Source: an optimization exercise on an open RTL-to-GDS flow (aim: small area, a short achievable clock period and few clock cycles per item). Production flows keep margins and buffers that such runs may drop.
In this exercise RTL edits were held to simulation tests only and were not proved equivalent to the original.
Power is estimated from default activity; no workload was simulated.

### flow/standard.sh
#!/bin/bash
# synth_recipe.tcl (not shown) runs the flow's synth.tcl, then flattens the netlist and writes it again
# the make line also repeats each setting of config.mk as NAME=value (left out here)
make -C /OpenROAD-flow-scripts/flow DESIGN_CONFIG=/design/flow/config.mk WORK_HOME=/design/flow/orfs CLKGATE_MAP_FILE= SYNTH_SCRIPT=/design/flow/synth_recipe.tcl "${@:-finish}"
### flow/config.mk
export PLATFORM = sky130hd
export DESIGN_NAME = lru_key_value_cache
export DESIGN_NICKNAME = lru_key_value_cache
export VERILOG_FILES = /design/flow/design.v
export SDC_FILE = /design/flow/constraint.sdc
export NUM_CORES = 4
export LEC_CHECK = 0
export CAP_MARGIN = 20
export CORE_MARGIN = 2
export CORE_UTILIZATION = 60
export CTS_BUF_LIST = sky130_fd_sc_hd__clkbuf_8
export CTS_CLUSTER_SIZE = 30
export SETUP_SLACK_MARGIN = 3.0
export SLEW_MARGIN = 20
export BUFFER_PORTS_ARGS = -buffer_cell sky130_fd_sc_hd__buf_4
### flow/design.v
package lkv_pkg;
  localparam int MAX_ENTRIES_DEF = 16;
  localparam int KEY_BITS_DEF    = 16;
  localparam int VALUE_BITS_DEF  = 32;
  localparam int             CAP_BITS  = 5;
  localparam logic [CAP_BITS-1:0] CAP_RESET = 5'd16;
  typedef enum logic {
    CMD_GET = 1'b0,
    CMD_PUT = 1'b1
  } cmd_t;
  typedef enum logic [1:0] {
    ST_IDLE,
    ST_MATCH,
    ST_UPDATE,
    ST_REPLY
  } state_t;
  typedef struct packed {
    logic capture;
    logic lookup;
    logic update;
    logic reply;
  } ctl_cmd_t;
endpackage
module lru_key_value_cache (
  input  logic                         clk,
  input  logic                         rst,
  input  logic                         cfg_write_en,
  input  logic [4:0]                   cfg_write_data,
  input  logic                         req_valid,
  output logic                         req_ready,
  input  logic                         req_command,
  input  logic [15:0]                  req_lookup_key,
  input  logic [31:0]                  req_write_value,
  output logic                         rsp_valid,
  input  logic                         rsp_ready,
  output logic                         rsp_hit,
  output logic [31:0]                  rsp_read_value,
  output logic                         rsp_evicted,
  output logic [15:0]                  rsp_evicted_key
);
  localparam int N  = 16;
  localparam int KW = 16;
  localparam int VW = 32;
  logic          s_v;
  logic          s_put;
  logic [KW-1:0] s_key;
  logic [VW-1:0] s_val;
  logic [N-1:0]  vld;
  logic [KW-1:0] ekey [N];
  logic [VW-1:0] eval [N];
  logic [3:0]    lim_m1;
  logic          go;
  logic [N-1:0]  mq;       
  logic [N-1:0]  eq_old;   
  logic          eq_prev;  
  logic [N-1:0]  mq_d;
  logic [N-1:0]  vld_nx;
  logic [N-1:0]  m;
  logic [N-1:0]  ge;
  logic          hit;
  logic          putmiss;
  logic          full;
  logic [N-1:0]  en;
  logic [VW-1:0] hv;
  logic [KW-1:0] lastkey;
  logic          rd_q;
  assign go        = s_v & (~rsp_valid | rsp_ready);
  assign req_ready = ~s_v | ~rsp_valid | rsp_ready;
  always_ff @(posedge clk) begin
    if (rst) begin
      s_v <= 1'b0;
    end else if (req_ready) begin
      s_v <= req_valid;
    end
  end
  always_ff @(posedge clk) begin
    if (req_ready) begin
      s_put <= req_command;
      s_key <= req_lookup_key;
      s_val <= req_write_value;
      mq    <= mq_d;
    end
  end
  always_ff @(posedge clk) begin
    if (rst) begin
      lim_m1 <= 4'd15;
    end else if (cfg_write_en) begin
      if (cfg_write_data == 5'd0) begin
        lim_m1 <= 4'd0;
      end else if (cfg_write_data > 5'd16) begin
        lim_m1 <= 4'd15;
      end else begin
        lim_m1 <= 4'(cfg_write_data - 5'd1);
      end
    end
  end
  always_comb begin
    for (int i = 0; i < N; i++) begin
      m[i] = mq[i];
    end
    for (int i = 0; i < N; i++) begin
      ge[i] = |(m >> i);
    end
    hit     = ge[0];
    putmiss = s_put & ~hit;
    full    = vld[lim_m1];
    en[0]   = go & (hit | s_put);
    for (int i = 1; i < N; i++) begin
      en[i] = go & (ge[i] | putmiss);
    end
    hv      = '0;
    lastkey = '0;
    for (int i = 0; i < N; i++) begin
      hv = hv | ({VW{m[i]}} & eval[i]);
      if (i == N - 1) begin
        lastkey = lastkey | ({KW{vld[i]}} & ekey[i]);
      end else begin
        lastkey = lastkey | ({KW{vld[i] & ~vld[i+1]}} & ekey[i]);
      end
    end
  end
  always_comb begin
    eq_prev = (req_lookup_key == s_key);
    for (int i = 0; i < N; i++) begin
      eq_old[i] = (req_lookup_key == ekey[i]);
    end
    vld_nx  = (go && putmiss && !full) ? {vld[N-2:0], 1'b1} : vld;
    mq_d[0] = (en[0] ? eq_prev : eq_old[0]) & vld_nx[0];
    for (int i = 1; i < N; i++) begin
      mq_d[i] = (en[i] ? eq_old[i-1] : eq_old[i]) & vld_nx[i];
    end
  end
  always_ff @(posedge clk) begin
    if (en[0]) begin
      ekey[0] <= s_key;
      eval[0] <= s_put ? s_val : hv;
    end
    for (int i = 1; i < N; i++) begin
      if (en[i]) begin
        ekey[i] <= ekey[i-1];
        eval[i] <= eval[i-1];
      end
    end
  end
  always_ff @(posedge clk) begin
    if (rst) begin
      vld <= '0;
    end else if (go && putmiss && !full) begin
      vld <= {vld[N-2:0], 1'b1};
    end
  end
  always_ff @(posedge clk) begin
    if (rst) begin
      rsp_valid <= 1'b0;
    end else if (go) begin
      rsp_valid <= 1'b1;
    end else if (rsp_ready) begin
      rsp_valid <= 1'b0;
    end
  end
  assign rsp_read_value = {VW{rd_q}} & eval[0];
  always_ff @(posedge clk) begin
    if (go) begin
      rd_q            <= hit & ~s_put;
      rsp_hit         <= hit;
      rsp_evicted     <= putmiss & full;
      rsp_evicted_key <= (putmiss & full) ? lastkey : '0;
    end
  end
endmodule
### flow/flow/run.sh
#!/bin/bash
set -e
echo 'export BUFFER_PORTS_ARGS = -buffer_cell sky130_fd_sc_hd__buf_4' >> "$FLOW_CONFIG"
bash standard.sh > standard.log 2>&1
### flow/constraint.sdc
create_clock -name core_clock -period 6.0 [get_ports {clk}]
set_input_delay 1.2000 -clock core_clock [delete_from_list [all_inputs] [get_ports {clk}]]
set_output_delay 1.2000 -clock core_clock [all_outputs]
set_load 0.01 [all_outputs]
==> flow_summary_export.csv, run 1 <==
group,metric,value,unit
hold_path,hp-class,"flop to flop",
placement,portBuffers,110,
synthesis,syn_area,35100,sq um
sta,worst_pin_slew,1200,ps
grt,grt_first_pass_wirelength,162000,um
clock_network,cts_tree,"yes",
sta,fin_tns_setup,0,ps
cells_and_area,final_common_cell,"edfxtp_1",
sta,slew_headroom,19.5,%
critical_path,path_class,"flop to flop",
placement,dp_hpwl,71100,um
grt,track_usage,38.7,%
sta,fin_crit_sh,50.2,%
cells_and_area,area_growth,13.5,%
hold_path,worstHoldStart,"eval[2][7]$_DFFE_PP_",
placement,gp_congestion,0.988,
critical_path,end_kind,"flop",
critical_path,r2r-start,"mq[14]$_DFFE_PP_",
synthesis,synth_ff_type,"edfxtp_1",
grt,antenna_found_initial,1,
floorplan,rows,88,
cells_and_area,layout_common_cells,"edfxtp_1 (852), xnor2_1 (272), a22oi_1 (269), buf_4 (179), clkbuf_8 (144)",
cells_and_area,fin_area,39800,sq um
placement,place_ws,2220,ps
detailed_routing,routed_wl,115000,um
sta,hold-worst-slack,440,ps
sta,finClkSkew,30.9,ps
synthesis,yosysWarnings,3,
sta,rsz0062_at_grt,"true",
critical_path,reg2reg_setup_slack,2990,ps
clock_network,cts_htree_levels,4,
hold_path,hold_path_end,"eval[3][7]$_DFFE_PP_",
run_status,status,"finished clean",
sta,finalSetupViolations,0,
cells_and_area,drive_gt1_share,16.9,%
floorplan,fp.dieArea,60400,sq um
detailed_routing,via_count,22900,
floorplan,io_pins,111,
clock_network,clk_path_buf_depth,3,
cells_and_area,nNetsFinal,2444,
clock_network,cts_buffers,141,
sta,setup_ws,2990,ps
pwr,leakagePower,12.9,nW
sta,layout_min_cycle_time,3010,ps
job,maxCapViolations,0,
clock_network,cts.sink_count,874,
floorplan,die_w,246,um
critical_path,worstSetupStartpointType,"flop",
critical_path,required,6440,ps
cells_and_area,final_cells,3247,
clock_network,clkSlewWorstSetupHoldPaths,60,ps
critical_path,regToRegEndpoint,"eval[15][12]$_DFFE_PP_",
sta,hold_viol,0,
detailed_routing,first_pass_iters,7,
pwr,vdd_drop_max,0.000214,V
grt,grt_pass1_vias,22900,
clock_network,clock-root-buffer,"clkbuf_8",
detailed_routing,wl_per_cell,35.5,um
detailed_routing,ant_nets,0,
synthesis,syn_nets,2253,
detailed_routing,via_per_inst,7.04,
synthesis,synth-edff-count,852,
clock_network,hold_buffers,0,
detailed_routing,drc,0,
placement,post_dp_cell_area,37000,sq um
clock_network,clk_latency,800,ps
detailed_routing,drtIter0Drc,3288,
critical_path,cp_max_fo,36,
grt,grt-ovfl-total,0,
synthesis,synth-seq-area-share,74.2,%
placement,dp_cells,2972,
grt,grt_max_degree,50,
sta,drv_slew,0,
floorplan,die-height,246,um
floorplan,placeableCoreArea,57800,sq um
synthesis,synth_area_per_cell,16.0,sq um
cells_and_area,final_util,68.9,%
hold_path,hold_path_depth,0,
synthesis,async_reset_ff_share,0,%
sta,max_freq,0.332,GHz
synthesis,ys_types,43,
pwr,power_density,317,nW/um^2
synthesis,synthCells,2193,
synthesis,ys_ff_latch,874,
pwr,totalPowerFinal,12.6,mW
floorplan,start_util,60.7,%
critical_path,worst-r2r-cell-count,6,
critical_path,cp.arrival,3450,ps
[flip-flops by register name, indices dropped and copies added (netlist names)]
register and count:
s_put 1, rsp_evicted 1, s_v 1, rd_q 1
ekey 256, eval 512, lim_m1 4, rsp_hit 1
rsp_valid 1, vld 16, s_key 16, s_val 32
rsp_evicted_key 16, mq 16
[timing repair]
item | in CTS | in global routing
pin swaps | 12 | 4
endpoints found under the hold margin | 0 | 0
gates cloned | 4 | 0
setup buffers | 24 | 6
resized for setup | 22 | 4
endpoints found under the setup margin | 545 | 143
[synthesized netlist by cell type, types with 5 or more instances]
cell type	count	area [sq um]
edfxtp_1	852	25600
xnor2_1	272	2380
a22oi_1	269	2020
nand4_1	124	776
clkbuf_1	114	428
a21oi_1	69	345
a221oi_1	58	508
a22o_1	58	508
inv_1	35	131
nor2_1	34	128
nand3_1	33	165
and2_1	32	200
nor3_1	31	155
dfxtp_1	22	440
buf_2	21	105
o21ai_0	20	100
nor4_1	19	119
o21ai_1	19	95.1
nor2b_1	16	100
mux2i_1	15	150
nand2_1	14	52.6
buf_1	12	45.0
mux2_2	10	113
a31oi_1	9	56.3
o21a_1	5	37.5
[power breakdown]
| part | total [mW] | switching [mW] | internal [mW] |
|---|---|---|---|
| Sequential | 7.19 | 0.206 | 6.98 |
| Clock | 4.65 | 2.35 | 2.31 |
| Combinational | 0.766 | 0.509 | 0.257 |
| Total | 12.6 | 3.06 | 9.55 |
[per-layer routing]
layer,up-vias,part of all wire (%),track usage [%]
met2,1964,46,59.3
met3,396,12,8.63
li1,9159,-,-
met1,11300,35,50.2
met5,-,0,0
met4,0,7.0,25.2
[cell families (layout without fill, tap and decap cells)]
group | Yosys count | in the layout | share of synthesized area, %
buffers and inverters | 184 | 467 | 2.06
muxes | 29 | 29 | 1.01
DFF | 874 | 874 | 74.2
and+or+nand+nor | 320 | 322 | 5.36
adders and majority gates | 1 | 1 | 0.0356
AOI/OAI and AO/OA | 513 | 515 | 10.6
xor gates and xnor gates | 272 | 272 | 6.79
other | 0 | 2 | 0
[worst max-delay path, stage by stage, from the launching register on]
cell	delay, ps
edfxtp_1	370
buf_4	330
or4_1	630
nor2_1	250
a41oi_1	400
nor2_4	300
buf_4	370
[area by class of cell]
class,instances,area [sq um]
Tap cell,765,957
Clock inverter,95,457
Multi-Input combinational cell,1139,8730
Sequential cell,874,26000
Clock buffer,144,1980
Fill cell,3941,18000
Antenna cell,2,5.00
Timing Repair Buffer,193,1540
Inverter,35,131
[worst max-delay path by stage]
stage / end / slack, ps / cells after the start / start
5_1_grt: eval[15][16]$_DFFE_PP_ / 2930 / 6 / mq[14]$_DFFE_PP_
3_5_place_dp: mq[7]$_DFFE_PP_ / 2220 / 7 / rsp_ready
4_1_cts: eval[15][12]$_DFFE_PP_ / 2990 / 5 / mq[12]$_DFFE_PP_
6_report: eval[15][12]$_DFFE_PP_ / 2990 / 6 / mq[14]$_DFFE_PP_
3_3_place_gp: mq[7]$_DFFE_PP_ / 2200 / 7 / rsp_ready
2_1_floorplan: mq[1]$_DFFE_PP_ / 2820 / 6 / rsp_ready
Testbench counts, summed over its fixed seeds: cycles 8,016, items 8,000.
==> run 2, diff against run 1 <==
==> flow/config.mk (replaced) <==
export PLATFORM = sky130hd
export DESIGN_NAME = lru_key_value_cache
export DESIGN_NICKNAME = lru_key_value_cache
export VERILOG_FILES = /design/flow/design.v
export SDC_FILE = /design/flow/constraint.sdc
export NUM_CORES = 4
export LEC_CHECK = 0
export CAP_MARGIN = 5
export CORE_MARGIN = 2
export CORE_UTILIZATION = 60
export SETUP_SLACK_MARGIN = 3.0
export SLEW_MARGIN = 5
export BUFFER_PORTS_ARGS = -buffer_cell sky130_fd_sc_hd__buf_4
==> run 2 against run 1 <==
  * Clock power up 18%
  * Sequential power about the same
  * Global-route usage down 0.31 points
  * Largest cell class unchanged
  * Critical path type unchanged
  * Register-to-register slack worse by 30 ps
  * Still clean
  * Critical path depth down 1
  * Worst setup slack worse by 30 ps
  * Cell area up 0.94%
==> flow_summary_export.csv, run 2 <==
group,metric,value,unit
cells_and_area,area_growth,14.6,%
clock_network,clkSlewWorstSetupHoldPaths,60,ps
cells_and_area,final_common_cell,"edfxtp_1",
sta,finalSetupViolations,0,
hold_path,hold_path_depth,0,
synthesis,yosys-top-cells-area,"edfxtp_1 (73%), xnor2_1 (6.8%), a22oi_1 (5.8%)",
grt,track_usage,38.4,%
detailed_routing,first_pass_iters,5,
synthesis,syn_nets,2253,
synthesis,synth.area.mux_share,1.01,%
pwr,vdd_drop_max,0.000285,V
sta,hold-worst-slack,447,ps
clock_network,cts_htree_levels,3,
critical_path,worst-r2r-cell-count,5,
pwr,leakagePower,12.8,nW
cells_and_area,drive_gt1_share,16.0,%
critical_path,end_kind,"flop",
detailed_routing,via_per_inst,7.14,
floorplan,die-height,246,um
synthesis,synth-simple-area-share,5.36,%
synthesis,synth-seq-area-share,74.2,%
synthesis,synth_compound_area_share,10.6,%
grt,grt_first_pass_wirelength,162000,um
sta,worst_pin_slew,1160,ps
placement,dp_hpwl,71100,um
floorplan,die_w,246,um
critical_path,required,6250,ps
pwr,power_density,335,nW/um^2
placement,portBuffers,110,
synthesis,synth_area_per_cell,16.0,sq um
clock_network,cts.sink_count,874,
detailed_routing,ant_nets,0,
detailed_routing,wl_per_cell,36.3,um
clock_network,cts_tree,"yes",
detailed_routing,routed_wl,115000,um
synthesis,syn_area,35100,sq um
grt,antenna_found_initial,0,
cells_and_area,top_regs,"eval (512), ekey (256), s_val (32)",
synthesis,synth.top_cell.area_share,72.9,%
synthesis,ys_types,43,
synthesis,synth_fa_ha_area_share,0.0357,%
cells_and_area,fillers,3822,
clock_network,clk_path_buf_depth,3,
synthesis,synthCells,2193,
cells_and_area,regArea,26000,sq um
sta,layout_min_cycle_time,3040,ps
clock_network,cts_buffers,86,
synthesis,yosys.area.top_type,"edfxtp_1",
clock_network,clk_latency,650,ps
synthesis,synth_top_family_by_area,"compound AO/OA/AOI/OAI gates",
grt,grt-ovfl-total,0,
cells_and_area,largest_register,"eval",
sta,slew_headroom,22.3,%
sta,drv_slew,0,
detailed_routing,drc,0,
cells_and_area,nNetsFinal,2391,
critical_path,cp_max_fo,35,
job,maxCapViolations,0,
floorplan,start_util,60.7,%
grt,grt_pass1_vias,22500,
sta,finClkSkew,28.5,ps
clock_network,hold_buffers,0,
placement,gp_congestion,0.988,
critical_path,path_class,"flop to flop",
critical_path,crit_chain,"buf_4 > nor3_4 > buf_4 > nand3_2 > a31oi_2",
critical_path,cp_common_cell,"buf_4",
cells_and_area,layout_common_cells,"edfxtp_1 (852), xnor2_1 (272), a22oi_1 (269), buf_4 (182), nand4_1 (124)",
synthesis,yosysWarnings,3,
synthesis,synth_ff_type,"edfxtp_1",
synthesis,synth-edff-count,852,
floorplan,placeableCoreArea,57800,sq um
critical_path,cp_slowest_stage_delay,1010,ps
floorplan,rows,88,
sta,max_freq,0.329,GHz
synthesis,synthTopCellsByCount,"edfxtp_1 (852), xnor2_1 (272), a22oi_1 (269)",
critical_path,cp.arrival,3290,ps
critical_path,slowest_stage,"a31oi_2",
floorplan,fp.dieArea,60400,sq um
sta,fin_tns_setup,0,ps
detailed_routing,via_count,22600,
clock_network,clock-root-buffer,"clkbuf_16",
cells_and_area,antennaDiodeCount,0,
synthesis,synthXorXnorAreaFrac,6.79,%
run_status,status,"finished clean",
cells_and_area,largest_register_ffs,512,
detailed_routing,drtIter0Drc,3243,
sta,rsz0062_at_grt,"false",
grt,grt_max_degree,50,
hold_path,hp-class,"flop to flop",
sta,hold_viol,0,
sta,fin_crit_sh,50.7,%
synthesis,yosysMostFrequentCell,"edfxtp_1",
synthesis,async_reset_ff_share,0,%
cells_and_area,multi_input_area,8740,sq um
critical_path,worstSetupStartpointType,"flop",
synthesis,ys_ff_latch,874,
floorplan,io_pins,111,
## run 2: cell counts after synthesis
Identical to the previous run, type by type.
## run 2: worst paths after layout
check / slack, ps / startpoint / end
worst max register to register: 2960 / mq[3]$_DFFE_PP_ / eval[7][3]$_DFFE_PP_
worst max-delay path: 2960 / mq[3]$_DFFE_PP_ / eval[7][3]$_DFFE_PP_
worst min-delay path: 450 / eval[12][23]$_DFFE_PP_ / eval[13][23]$_DFFE_PP_
worst min register to register: 450 / eval[12][23]$_DFFE_PP_ / eval[13][23]$_DFFE_PP_
## run 2: final cells by class
cell class	instances	share of cell area (%)
well taps	765	2.38
multi-input cells	1140	21.7
clock buffers	114	5.82
clock inverters	44	1.23
repair buffers	194	3.77
flip-flops and latches	874	64.7
inverters	35	0.327
## run 2: stage by stage
step / instances / utilization, % / power (mW) / setup slack (ps) / area (sq um)
floorplan: 2193 / - / 7.64 / 2820 / 35400
global placement: 2971 / 63.9 / 8.01 / 2200 / 37000
detailed placement: 2971 / 63.9 / 8.02 / 2210 / 37000
CTS: 3162 / 69.5 / 13.5 / 2970 / 40100
global route: 3166 / 69.5 / 13.7 / 2990 / 40200
finish: 3166 / 69.5 / 13.5 / 2960 / 40200
## run 2: what timing repair did
action                                  CTS  global route
setup buffers                            28             4
pin swaps                                16             1
gates cloned                              5             0
endpoints found under the setup margin  584           110
resized for setup                        20             5
## run 2: kinds of logic (layout without fill, tap and decap cells)
logic type                 after synthesis  after routing
xor gates and xnor gates               272            272
muxes                                   29             29
DFF                                    874            874
AOI/OAI and AO/OA                      513            516
and+or+nand+nor                        320            322
adders and majority gates                1              1
buffers and inverters                  184            387
## run 2: per-layer routing
metal  share of wire, %  track usage (%)
met5                  0                0
met1                 35             49.7
met4                7.2             23.0
met3                 11             8.45
met2                 46             59.9
## run 2: critical path: cells and delay by family, from the launching register on
kind            cells  cell delay, ps
flops               1             360
simple gates        2             660
buf+inv             2             570
compound gates      1            1010
## run 2: where the power goes
group	total [mW]	switching (mW)	internal, mW	leakage (nW)
Clock	5.50	2.31	3.18	1.38
Sequential	7.19	0.206	6.98	8.12
Combinational	0.767	0.512	0.256	3.35
==> run 3, diff against run 2 <==
--- a/flow/design.v
+++ b/flow/design.v
@@ -64,8 +64,16 @@
   logic [VW-1:0] hv;
   logic [KW-1:0] lastkey;
   logic          rd_q;
+  logic          free_q;
   assign go        = s_v & (~rsp_valid | rsp_ready);
-  assign req_ready = ~s_v | ~rsp_valid | rsp_ready;
+  assign req_ready = free_q | rsp_ready;
+  always_ff @(posedge clk) begin
+    if (rst) begin
+      free_q <= 1'b1;
+    end else begin
+      free_q <= ~(req_ready ? req_valid : s_v) | ~(go | (rsp_valid & ~rsp_ready));
+    end
+  end
   always_ff @(posedge clk) begin
     if (rst) begin
       s_v <= 1'b0;
--- a/flow/config.mk
+++ b/flow/config.mk
@@ -5,9 +5,9 @@
 export SDC_FILE = /design/flow/constraint.sdc
 export NUM_CORES = 4
 export LEC_CHECK = 0
-export CAP_MARGIN = 5
+export CAP_MARGIN = 20
 export CORE_MARGIN = 2
 export CORE_UTILIZATION = 60
 export SETUP_SLACK_MARGIN = 3.0
-export SLEW_MARGIN = 5
+export SLEW_MARGIN = 20
 export BUFFER_PORTS_ARGS = -buffer_cell sky130_fd_sc_hd__buf_4
==> run 3 against run 2 <==
  * Still clean
  * Utilization grew 0.33 points
  * Fmax increased by 2.0%
  * Clock power up 0.7%
  * Global-route usage decreased by 0.17 points
  * Sequential power rose by 1%
  * Critical endpoint is now req_ready
==> flow_summary_export.csv, run 3 <==
group,metric,value,unit
critical_path,end_kind,"output pin",
critical_path,cp_max_fo,4,
pwr,leakagePower,13.2,nW
placement,post_dp_cell_area,37100,sq um
cells_and_area,largest_register_ffs,512,
floorplan,die-height,246,um
synthesis,synthCells,2193,
synthesis,synth-seq-area-share,74.3,%
synthesis,yosys.area.top_type,"edfxtp_1",
floorplan,start_util,60.7,%
floorplan,io_pins,111,
detailed_routing,ant_nets,0,
synthesis,synth.top_cell.area_share,73.0,%
floorplan,fp.dieArea,60400,sq um
critical_path,worstPathBufferInverterCount,2,
placement,dp_cells,2987,
floorplan,placeableCoreArea,57700,sq um
sta,finalSetupViolations,0,
clock_network,cts_tree,"yes",
floorplan,die_w,246,um
sta,fin_crit_sh,49.7,%
sta,worst_pin_slew,1110,ps
sta,fin_tns_setup,0,ps
clock_network,cts_htree_levels,3,
clock_network,clk_latency,650,ps
synthesis,ys_ff_latch,875,
pwr,vdd_drop_max,0.000301,V
placement,dp_hpwl,68400,um
critical_path,crit_chain,"buf_6 > or2_4 > buf_6",
synthesis,yosysWarnings,3,
detailed_routing,drc,0,
synthesis,synth_area_per_cell,16.0,sq um
detailed_routing,routed_wl,114000,um
grt,grt_pass1_vias,22600,
clock_network,cts_buffers,88,
hold_path,hp-class,"flop to flop",
critical_path,path_class,"primary input to output pin",
critical_path,worstSetupStartpointType,"primary input",
critical_path,slowest_stage,"or2_4",
hold_path,worstHoldStart,"eval[10][14]$_DFFE_PP_",
sta,layout_min_cycle_time,2980,ps
hold_path,hold_path_end,"eval[11][14]$_DFFE_PP_",
sta,max_freq,0.335,GHz
critical_path,cp_top_family,"simple AND/OR/NAND/NOR gates",
grt,grt_max_degree,56,
critical_path,cp_slowest_stage_delay,300,ps
cells_and_area,drive_gt1_share,15.6,%
synthesis,synth_ff_type,"edfxtp_1",
cells_and_area,area_growth,15.0,%
synthesis,yosys-top-cells-area,"edfxtp_1 (73%), xnor2_1 (6.6%), a22oi_1 (6.1%)",
cells_and_area,top_regs,"eval (512), ekey (256), s_val (32)",
detailed_routing,drtIter0Drc,3116,
clock_network,clock-root-buffer,"clkbuf_16",
sta,rsz0062_at_grt,"true",
clock_network,clkSlewWorstSetupHoldPaths,60,ps
sta,finClkSkew,25.3,ps
floorplan,rows,88,
cells_and_area,final_common_cell,"edfxtp_1",
cells_and_area,fin_area,40300,sq um
sta,hold-worst-slack,430,ps
grt,antenna_found_initial,1,
synthesis,synth-edff-count,852,
cells_and_area,layout_common_cells,"edfxtp_1 (852), a22oi_1 (283), xnor2_1 (264), buf_4 (189), nand4_1 (113)",
critical_path,regToRegEndpoint,"eval[12][22]$_DFFE_PP_",
critical_path,required,4800,ps
sta,hold_viol,0,
cells_and_area,nNetsFinal,2408,
run_status,status,"finished clean",
critical_path,worst-r2r-cell-count,5,
placement,gp_congestion,1.02,
detailed_routing,wl_per_cell,35.9,um
critical_path,cp_common_cell,"buf_6",
detailed_routing,first_pass_iters,5,
pwr,power_density,339,nW/um^2
sta,drv_slew,0,
clock_network,hold_buffers,0,
detailed_routing,via_count,22500,
critical_path,reg2reg_setup_slack,3040,ps
grt,track_usage,38.2,%
sta,slew_headroom,25.8,%
hold_path,hold_path_depth,0,
cells_and_area,final_cells,3182,
placement,portBuffers,110,
synthesis,syn_nets,2253,
synthesis,ys_types,45,
synthesis,syn_area,35000,sq um
cells_and_area,antennaDiodeCount,0,
clock_network,cts.sink_count,875,
cells_and_area,fillers,3875,
clock_network,clk_path_buf_depth,3,
job,maxCapViolations,0,
critical_path,cp.arrival,1780,ps
grt,grt-ovfl-total,0,
grt,grt_first_pass_wirelength,162000,um
synthesis,async_reset_ff_share,0,%
critical_path,r2r-start,"mq[7]$_DFFE_PN_",
cells_and_area,largest_register,"eval",
detailed_routing,via_per_inst,7.08,
synthesis,yosysMostFrequentCell,"edfxtp_1",
synthesis,synthTopCellsByCount,"edfxtp_1 (852), a22oi_1 (283), xnor2_1 (264)",
==> run 3: changes by cell type in the layout (fill, tap and decap cells not counted), moves of 12 or more <==
cell	previous run	this run
a21oi_1	64	35
a22oi_1	269	283
mux2i_1	15	31
nand2_1	11	38
nor2_1	33	64
nor2b_1	4	17
o21ai_0	20	8
o21ai_1	19	0
==> run 3: what timing repair did <==
item	in CTS	in global routing
gates resized for setup	18	1
setup endpoints to repair	473	198
gates cloned	5	0
pin swaps	9	3
buffers inserted	21	10
==> run 3: worst reg2reg max path: cells and delay by family (launching register included) <==
| kind | cells | cell delay (ps) |
|---|---|---|
| AND/OR/NAND/NOR | 2 | 910 |
| buffers and inverters | 2 | 930 |
| flip-flops | 1 | 360 |
| AO/OA/AOI/OAI | 1 | 370 |
==> run 3: worst max path at each step <==
| stage | startpoint | cells past startpoint | end | slack (ps) |
|---|---|---|---|---|
| 4_1_cts | rsp_ready | 3 | req_ready | 3000 |
| 2_1_floorplan | rsp_ready | 6 | mq[1]$_DFFE_PN_ | 2800 |
| 5_1_grt | mq[1]$_DFFE_PN_ | 7 | mq[12]$_DFFE_PN_ | 2980 |
| 6_report | rsp_ready | 3 | req_ready | 3020 |
| 3_3_place_gp | mq[12]$_DFFE_PN_ | 6 | ekey[5][7]$_DFFE_PP_ | 2190 |
| 3_5_place_dp | mq[12]$_DFFE_PN_ | 6 | ekey[5][7]$_DFFE_PP_ | 2180 |
==> run 3: logic make-up after synthesis <==
group | synth area share, %
flops | 74.3
compound gates | 9.66
simple gates | 5.72
xor+xnor | 6.80
buf+inv | 2.06
mux | 1.41
fa+ha+maj | 0.0357
==> run 3: area by class of cell <==
cell class | count | area (sq um) | area share (%)
Multi-Input combinational cell | 1138 | 8650 | 21.5
Clock buffer | 107 | 2320 | 5.77
Sequential cell | 875 | 26000 | 64.6
Inverter | 40 | 161 | 0.400
Timing Repair Buffer | 204 | 1650 | 4.10
Timing Repair inverter | 1 | 7.51 | 0.0186
Clock inverter | 52 | 519 | 1.29
Tap cell | 765 | 957 | 2.37
==> run 3: metal layers <==
metal / GRT usage [%] / wire, um / vias up
li1: - / - / 9013
met1: 49.0 / 40200 / 11200
met2: 60.0 / 53000 / 1851
met3: 8.28 / 12800 / 414
met4: 23.5 / 8250 / 2
met5: 0 / 13 / -
==> run 3: power by group <==
| part | total, mW | switching [mW] | internal, mW |
|---|---|---|---|
| sequential | 7.26 | 0.225 | 7.04 |
| clock | 5.54 | 2.35 | 3.19 |
| combinational | 0.877 | 0.581 | 0.295 |
==> run 3: through the flow <==
| step | worst slack (ps) | power [mW] | utilization (%) |
|---|---|---|---|
| 6_report | 3020 | 13.7 | 69.9 |
| 4_1_cts | 3000 | 13.7 | 69.7 |
| 3_3_place_gp | 2190 | 8.17 | 64.2 |
| 2_1_floorplan | 2800 | 7.76 | - |
| 3_5_place_dp | 2180 | 8.19 | 64.2 |
| 5_1_grt | 2980 | 14.0 | 69.9 |
Testbench counts of run 3, summed over its fixed seeds: cycles 8,016, items 8,000.
==> run 4, diff against run 3 <==
--- a/flow/config.mk
+++ b/flow/config.mk
@@ -8,6 +8,6 @@
 export CAP_MARGIN = 20
 export CORE_MARGIN = 2
 export CORE_UTILIZATION = 60
-export SETUP_SLACK_MARGIN = 3.0
+export SETUP_SLACK_MARGIN = 3.15
 export SLEW_MARGIN = 20
 export BUFFER_PORTS_ARGS = -buffer_cell sky130_fd_sc_hd__buf_4
==> run 4 against run 3 <==
  * Register-to-register slack better by 130 ps
  * Worst setup slack better by 28 ps
  * Cell area is 0.31% higher
  * Synthesized area unchanged
  * Clock skew down 4.5 ps
  * Highest routed layer is now met4
==> flow_summary_export.csv, run 4 <==
group,metric,value,unit
run_status,status,"finished clean",
cells_and_area,final_cells,3177,
sta,drv_slew,0,
synthesis,synth_ff_type,"edfxtp_1",
detailed_routing,via_per_inst,7.10,
clock_network,hold_buffers,0,
placement,dp_cells,2982,
sta,rsz0062_at_grt,"true",
synthesis,yosysWarnings,3,
pwr,totalPowerFinal,13.8,mW
sta,finalSetupViolations,0,
critical_path,worstSetupStartpointType,"primary input",
floorplan,rows,88,
synthesis,synthTopCellsByCount,"edfxtp_1 (852), a22oi_1 (283), xnor2_1 (264)",
grt,grt-ovfl-total,0,
placement,gp_congestion,0.968,
synthesis,synth_area_per_cell,16.0,sq um
synthesis,synth-seq-area-share,74.3,%
critical_path,cp.arrival,1750,ps
floorplan,fp.dieArea,60400,sq um
floorplan,die_w,246,um
placement,portBuffers,110,
sta,hold_viol,0,
pwr,power_density,341,nW/um^2
sta,fin_tns_setup,0,ps
clock_network,clk_path_buf_depth,3,
detailed_routing,wl_per_cell,36.0,um
critical_path,path_class,"primary input to output pin",
synthesis,ys_ff_latch,875,
cells_and_area,top_regs,"eval (512), ekey (256), s_val (32)",
job,maxCapViolations,0,
detailed_routing,routed_wl,114000,um
synthesis,ys_types,45,
pwr,vdd_drop_max,0.000374,V
grt,grt_max_degree,56,
cells_and_area,nNetsFinal,2398,
cells_and_area,final_common_cell,"edfxtp_1",
pwr,leakagePower,13.2,nW
clock_network,clock-root-buffer,"clkbuf_16",
floorplan,io_pins,111,
sta,fin_crit_sh,49.2,%
clock_network,clkSlewWorstSetupHoldPaths,60,ps
sta,worst_pin_slew,1170,ps
synthesis,async_reset_ff_share,0,%
sta,layout_min_cycle_time,2950,ps
placement,dp_hpwl,69100,um
clock_network,cts.sink_count,875,
synthesis,synthCells,2193,
clock_network,cts_tree,"yes",
synthesis,yosys-top-cells-area,"edfxtp_1 (73%), xnor2_1 (6.6%), a22oi_1 (6.1%)",
cells_and_area,largest_register,"eval",
synthesis,synth-edff-count,852,
floorplan,start_util,60.7,%
placement,post_dp_cell_area,37000,sq um
critical_path,cp_max_fo,2,
grt,antenna_found_initial,0,
clock_network,cts_buffers,87,
hold_path,hp-class,"flop to flop",
synthesis,yosys.area.top_type,"edfxtp_1",
detailed_routing,first_pass_iters,5,
floorplan,die-height,246,um
cells_and_area,final_util,70.1,%
grt,grt_pass1_vias,22400,
synthesis,synth.top_cell.area_share,73.0,%
cells_and_area,largest_register_ffs,512,
critical_path,required,4800,ps
clock_network,cts_htree_levels,3,
detailed_routing,drc,0,
cells_and_area,drive_gt1_share,15.9,%
critical_path,end_kind,"output pin",
synthesis,yosysMostFrequentCell,"edfxtp_1",
detailed_routing,drtIter0Drc,3329,
grt,grt_first_pass_wirelength,161000,um
cells_and_area,layout_common_cells,"edfxtp_1 (852), a22oi_1 (283), xnor2_1 (264), buf_4 (173), nand4_1 (113)",
floorplan,placeableCoreArea,57700,sq um
cells_and_area,area_growth,15.4,%
cells_and_area,fin_area,40400,sq um
synthesis,syn_area,35000,sq um
sta,slew_headroom,21.2,%
synthesis,syn_nets,2253,
clock_network,clk_latency,650,ps
sta,finClkSkew,20.8,ps
detailed_routing,via_count,22500,
detailed_routing,ant_nets,0,
sta,max_freq,0.339,GHz
grt,track_usage,38.2,%
cells_and_area,antennaDiodeCount,0,
==> run 4: cell type report <==
type | count | area [sq um]
Inverter | 40 | 161
Sequential cell | 875 | 26000
Fill cell | 3824 | 17300
Timing Repair inverter | 2 | 12.5
Multi-Input combinational cell | 1134 | 8670
Tap cell | 765 | 957
Clock inverter | 54 | 527
Clock buffer | 109 | 2430
Timing Repair Buffer | 198 | 1650
==> run 4: what timing repair did <==
action | CTS | global route
setup buffers | 29 | 1
setup endpoints to repair | 602 | 43
gates cloned | 2 | 0
pin swaps | 13 | 1
gates resized for setup | 35 | 14
==> run 4: kinds of logic after synthesis <==
group                    count (synthesis)  share of synthesized area, %
buffers and inverters                  184                          2.06
XOR/XNOR                               272                          6.80
multiplexers                            42                          1.41
adder cells (fa/ha/maj)                  1                        0.0357
flip-flops                             875                          74.3
AND/OR/NAND/NOR                        370                          5.72
AO/OA/AOI/OAI                          449                          9.66
==> run 4: final timing paths <==
kind	start	end	slack, ps	depth (start not counted)
worst min register to register	eval[12][24]$_DFFE_PP_	eval[13][24]$_DFFE_PP_	440	0
worst min-delay path	eval[12][24]$_DFFE_PP_	eval[13][24]$_DFFE_PP_	440	0
worst max register to register	mq[4]$_DFFE_PN_	mq[7]$_DFFE_PN_	3170	8
worst max-delay path	rsp_ready	req_ready	3050	3
==> run 4: worst max-delay path, stage by stage <==
cell	delay [ps]
buf_6	90
or2_4	310
buf_6	150
==> run 4: where the power goes <==
| part | internal [mW] | leakage [nW] | switching (mW) | total [mW] |
|---|---|---|---|---|
| combinational | 0.294 | 3.62 | 0.583 | 0.877 |
| sequential | 7.04 | 8.12 | 0.222 | 7.26 |
| clock | 3.24 | 1.44 | 2.41 | 5.65 |
| total | 10.6 | 13.2 | 3.22 | 13.8 |
==> run 4: layer usage <==
metal / vias up / global-route usage [%] / part of all wire [%]
li1: 8996 / - / -
met1: 11300 / 51.8 / 37
met2: 1850 / 59.2 / 46
met3: 353 / 6.58 / 11
met4: 0 / 21.9 / 6.4
met5: - / 0 / 0
==> run 4: metrics by stage <==
step / hold slack, ps / setup slack (ps)
floorplan: 426 / 2800
global placement: 429 / 1570
detailed placement: 433 / 1470
CTS: 441 / 3050
global route: 450 / 3050
finish: 437 / 3050
==> run 5, diff against run 4 <==
--- a/flow/design.v
+++ b/flow/design.v
@@ -63,7 +63,6 @@
   logic [N-1:0]  en;
   logic [VW-1:0] hv;
   logic [KW-1:0] lastkey;
-  logic          rd_q;
   logic          free_q;
   assign go        = s_v & (~rsp_valid | rsp_ready);
   assign req_ready = free_q | rsp_ready;
@@ -166,10 +165,9 @@
       rsp_valid <= 1'b0;
     end
   end
-  assign rsp_read_value = {VW{rd_q}} & eval[0];
   always_ff @(posedge clk) begin
     if (go) begin
-      rd_q            <= hit & ~s_put;
+      rsp_read_value  <= s_put ? '0 : hv;
       rsp_hit         <= hit;
       rsp_evicted     <= putmiss & full;
       rsp_evicted_key <= (putmiss & full) ? lastkey : '0;
--- a/flow/config.mk
+++ b/flow/config.mk
@@ -8,6 +8,6 @@
 export CAP_MARGIN = 20
 export CORE_MARGIN = 2
 export CORE_UTILIZATION = 60
-export SETUP_SLACK_MARGIN = 3.15
+export SETUP_SLACK_MARGIN = 3.2
 export SLEW_MARGIN = 20
 export BUFFER_PORTS_ARGS = -buffer_cell sky130_fd_sc_hd__buf_4
==> run 5 against run 4 <==
  * Clock skew rose by 3.7 ps
  * Register-to-register slack lost 60 ps
  * Critical path type is now flop to flop
  * Largest cell class unchanged
  * Fmax rose by 2.4%
  * Largest power group unchanged
  * Global-route usage is 1.3 points lower
  * Die area is 4.1% higher
==> flow_summary_export.csv, run 5 <==
group,metric,value,unit
run_status,status,"finished clean",
placement,portBuffers,110,
cells_and_area,area_growth,16.5,%
clock_network,cts.sink_count,906,
critical_path,required,6310,ps
clock_network,cts_tree,"yes",
grt,grt_max_degree,49,
synthesis,synthTopCellsByCount,"edfxtp_1 (883), a22oi_1 (254), xnor2_1 (240)",
grt,grt_first_pass_wirelength,164000,um
clock_network,clk_latency,660,ps
floorplan,start_util,60.6,%
synthesis,synth-edff-count,883,
cells_and_area,top_regs,"eval (512), ekey (256)",
synthesis,ys_ff_latch,906,
critical_path,end_kind,"flop",
synthesis,synth.top_cell.area_share,72.6,%
synthesis,synth_ff_type,"edfxtp_1",
synthesis,synthCells,2277,
detailed_routing,drc,0,
floorplan,io_pins,111,
floorplan,die_w,251,um
critical_path,worstSetupStartpointType,"flop",
critical_path,r2r-start,"mq[5]$_DFFE_PN_",
pwr,power_density,336,nW/um^2
pwr,vdd_drop_max,0.000257,V
sta,max_freq,0.347,GHz
clock_network,clock-root-buffer,"clkbuf_16",
synthesis,syn_area,36500,sq um
detailed_routing,drtIter0Drc,3025,
sta,hold_viol,0,
critical_path,crit_chain,"buf_12 > or4_4 > nor4_1 > o21a_4 > buf_12",
critical_path,cp_common_cell,"buf_12",
sta,layout_min_cycle_time,2890,ps
clock_network,clkSlewWorstSetupHoldPaths,70,ps
synthesis,yosys-top-cells-area,"edfxtp_1 (73%), xnor2_1 (5.8%), a22oi_1 (5.2%)",
floorplan,die-height,251,um
clock_network,cts_htree_levels,3,
critical_path,worst-r2r-cell-count,5,
synthesis,syn_nets,2337,
grt,grt_pass1_vias,22900,
critical_path,reg2reg_setup_slack,3110,ps
cells_and_area,largest_register_ffs,512,
sta,rsz0062_at_grt,"true",
sta,finClkSkew,24.6,ps
cells_and_area,drive_gt1_share,18.5,%
hold_path,hold_path_depth,0,
cells_and_area,layout_common_cells,"edfxtp_1 (883), a22oi_1 (254), xnor2_1 (240), buf_4 (230), clkbuf_16 (94)",
critical_path,startpoint,"mq[5]$_DFFE_PN_",
cells_and_area,final_common_cell,"edfxtp_1",
synthesis,async_reset_ff_share,0,%
hold_path,hold_path_end,"eval[15][25]$_DFFE_PP_",
clock_network,clk_path_buf_depth,3,
grt,track_usage,36.9,%
synthesis,synth-seq-area-share,73.9,%
cells_and_area,largest_register,"eval",
detailed_routing,first_pass_iters,6,
placement,gp_congestion,0.988,
clock_network,cts_buffers,89,
critical_path,slowest_stage,"or4_4",
pwr,leakagePower,14.1,nW
synthesis,ys_types,63,
synthesis,yosysMostFrequentCell,"edfxtp_1",
grt,grt-ovfl-total,0,
grt,antenna_found_initial,1,
critical_path,cp_slowest_stage_delay,590,ps
sta,worst_pin_slew,1070,ps
detailed_routing,wl_per_cell,34.8,um
detailed_routing,ant_nets,0,
detailed_routing,via_count,23300,
synthesis,synth_area_per_cell,16.0,sq um
critical_path,cp_max_fo,37,
sta,drv_slew,0,
critical_path,path_class,"flop to flop",
placement,dp_hpwl,71500,um
synthesis,yosysWarnings,3,
sta,fin_crit_sh,48.1,%
detailed_routing,routed_wl,116000,um
floorplan,rows,90,
critical_path,cp.arrival,3200,ps
critical_path,regToRegEndpoint,"ekey[13][5]$_DFFE_PP_",
synthesis,yosys.area.top_type,"edfxtp_1",
floorplan,placeableCoreArea,60200,sq um
hold_path,hp-class,"flop to flop",
sta,fin_tns_setup,0,ps
cells_and_area,nNetsFinal,2548,
floorplan,fp.dieArea,62900,sq um
job,maxCapViolations,0,
sta,finalSetupViolations,0,
hold_path,worstHoldStart,"eval[14][25]$_DFFE_PP_",
cells_and_area,final_util,70.7,%
sta,slew_headroom,28.0,%
detailed_routing,via_per_inst,6.96,
run 5: per-layer routing:
metal	vias up	routed length (um)	track usage [%]
met2	1739	55000	59.0
met5	-	0	0
li1	9470	-	-
met3	334	11900	6.11
met4	0	7030	20.5
met1	11700	42400	48.9
run 5: what timing repair did:
action	in CTS	in global routing
pin swaps	21	9
setup endpoints to repair	850	408
gates resized for setup	50	13
setup buffers	56	31
hold buffers	0	0
gates cloned	6	3
run 5: report_power, final:
part	internal (mW)	switching [mW]	leakage [nW]
clock network	3.33	2.44	1.44
logic	0.355	0.665	4.25
registers	7.30	0.211	8.42
run 5: final cells by class:
class	instances	area, sq um
antenna	2	5.00
clock buffer	107	2360
clock inverter	54	628
fill	3967	17700
inverter	45	180
multi-input combinational	1181	9140
sequential	906	27000
tap	782	978
timing repair buffer	263	2290
timing repair inverter	2	12.5
run 5: worst max-delay path, delay by kind of cell (launching register included):
| kind | cells | cell delay (ps) |
|---|---|---|
| AOI/OAI and AO/OA | 1 | 340 |
| buffers and inverters | 2 | 550 |
| DFF | 1 | 560 |
| and+or+nand+nor | 2 | 1010 |
run 5: cells by family (layout without fill, tap and decap cells):
family / after synthesis / after routing / share of synthesized area (%)
adder cells (fa/ha/maj): 1 / 1 / 0.0342
buffers and inverters: 194 / 471 / 2.31
AO/OA/AOI/OAI: 466 / 468 / 10.1
AND/OR/NAND/NOR: 386 / 388 / 5.66
XOR/XNOR: 272 / 272 / 6.52
other: 0 / 2 / 0
flip-flops: 906 / 906 / 73.9
multiplexers: 52 / 52 / 1.50
run 5: how the worst max path moves through the flow:
stage | to | slack, ps
floorplan | ekey[7][0]$_DFFE_PP_ | 2370
global placement | eval[15][15]$_DFFE_PP_ | 1490
detailed placement | eval[15][19]$_DFFE_PP_ | 1420
CTS | req_ready | 3130
global route | req_ready | 3120
finish | ekey[13][5]$_DFFE_PP_ | 3110
run 5: per-stage QoR:
stage          cell area (sq um)  total power, mW  worst slack [ps]  hold slack [ps]  instances
2_1_floorplan              36700             8.06              2370              426       2277
3_3_place_gp               38400             8.49              1490              428       3083
3_5_place_dp               38400             8.50              1420              434       3083
4_1_cts                    42200             14.3              3130              432       3306
5_1_grt                    42600             14.6              3120              440       3340
6_report                   42600             14.3              3110              428       3342
Testbench counts of run 5, summed over its fixed seeds: cycles 8,016, items 8,000.

what the ideal ports hide:
How much do the figures lean on ideal ports? The routed layouts below were timed once more, with nothing changed but the port constraints.
Step 1 assumes that a clkbuf_16 drives the clock port and a buf_2 every other input.
Step 2 times the ports against the registers' clock, not the clock port: input delays grow and output delays shrink by t, the midpoint of the rising clock arrivals with the driver on.
Three values: ideal ports, drivers, drivers and shift; two values: the first two.
| run | shift t [ns] | setup slack, ns | clock arrival spread, ns | worst slew at a driven data input, ns | pins driven straight from the clock port |
|---|---|---|---|---|---|
| run 1 | 0.849 | 2.990 / 2.953 / 2.348 | 0.032 / 0.032 | 0.05 | 1 |
| run 2 | 0.694 | 2.959 / 2.959 / 2.317 | 0.029 / 0.028 | 0.05 | 1 |
| run 3 | 0.704 | 3.019 / 2.986 / 2.392 | 0.031 / 0.031 | 0.04 | 1 |
| run 4 | 0.704 | 3.047 / 3.016 / 2.403 | 0.024 / 0.024 | 0.08 | 1 |
| run 5 | 0.712 | 3.115 / 3.081 / 2.527 | 0.025 / 0.025 | 0.07 | 1 |
After both steps every run listed still meets setup and hold. For run 4, which loses most, drivers alone change the setup slack by -0.031 ns; drivers and shift together by -0.644 ns.
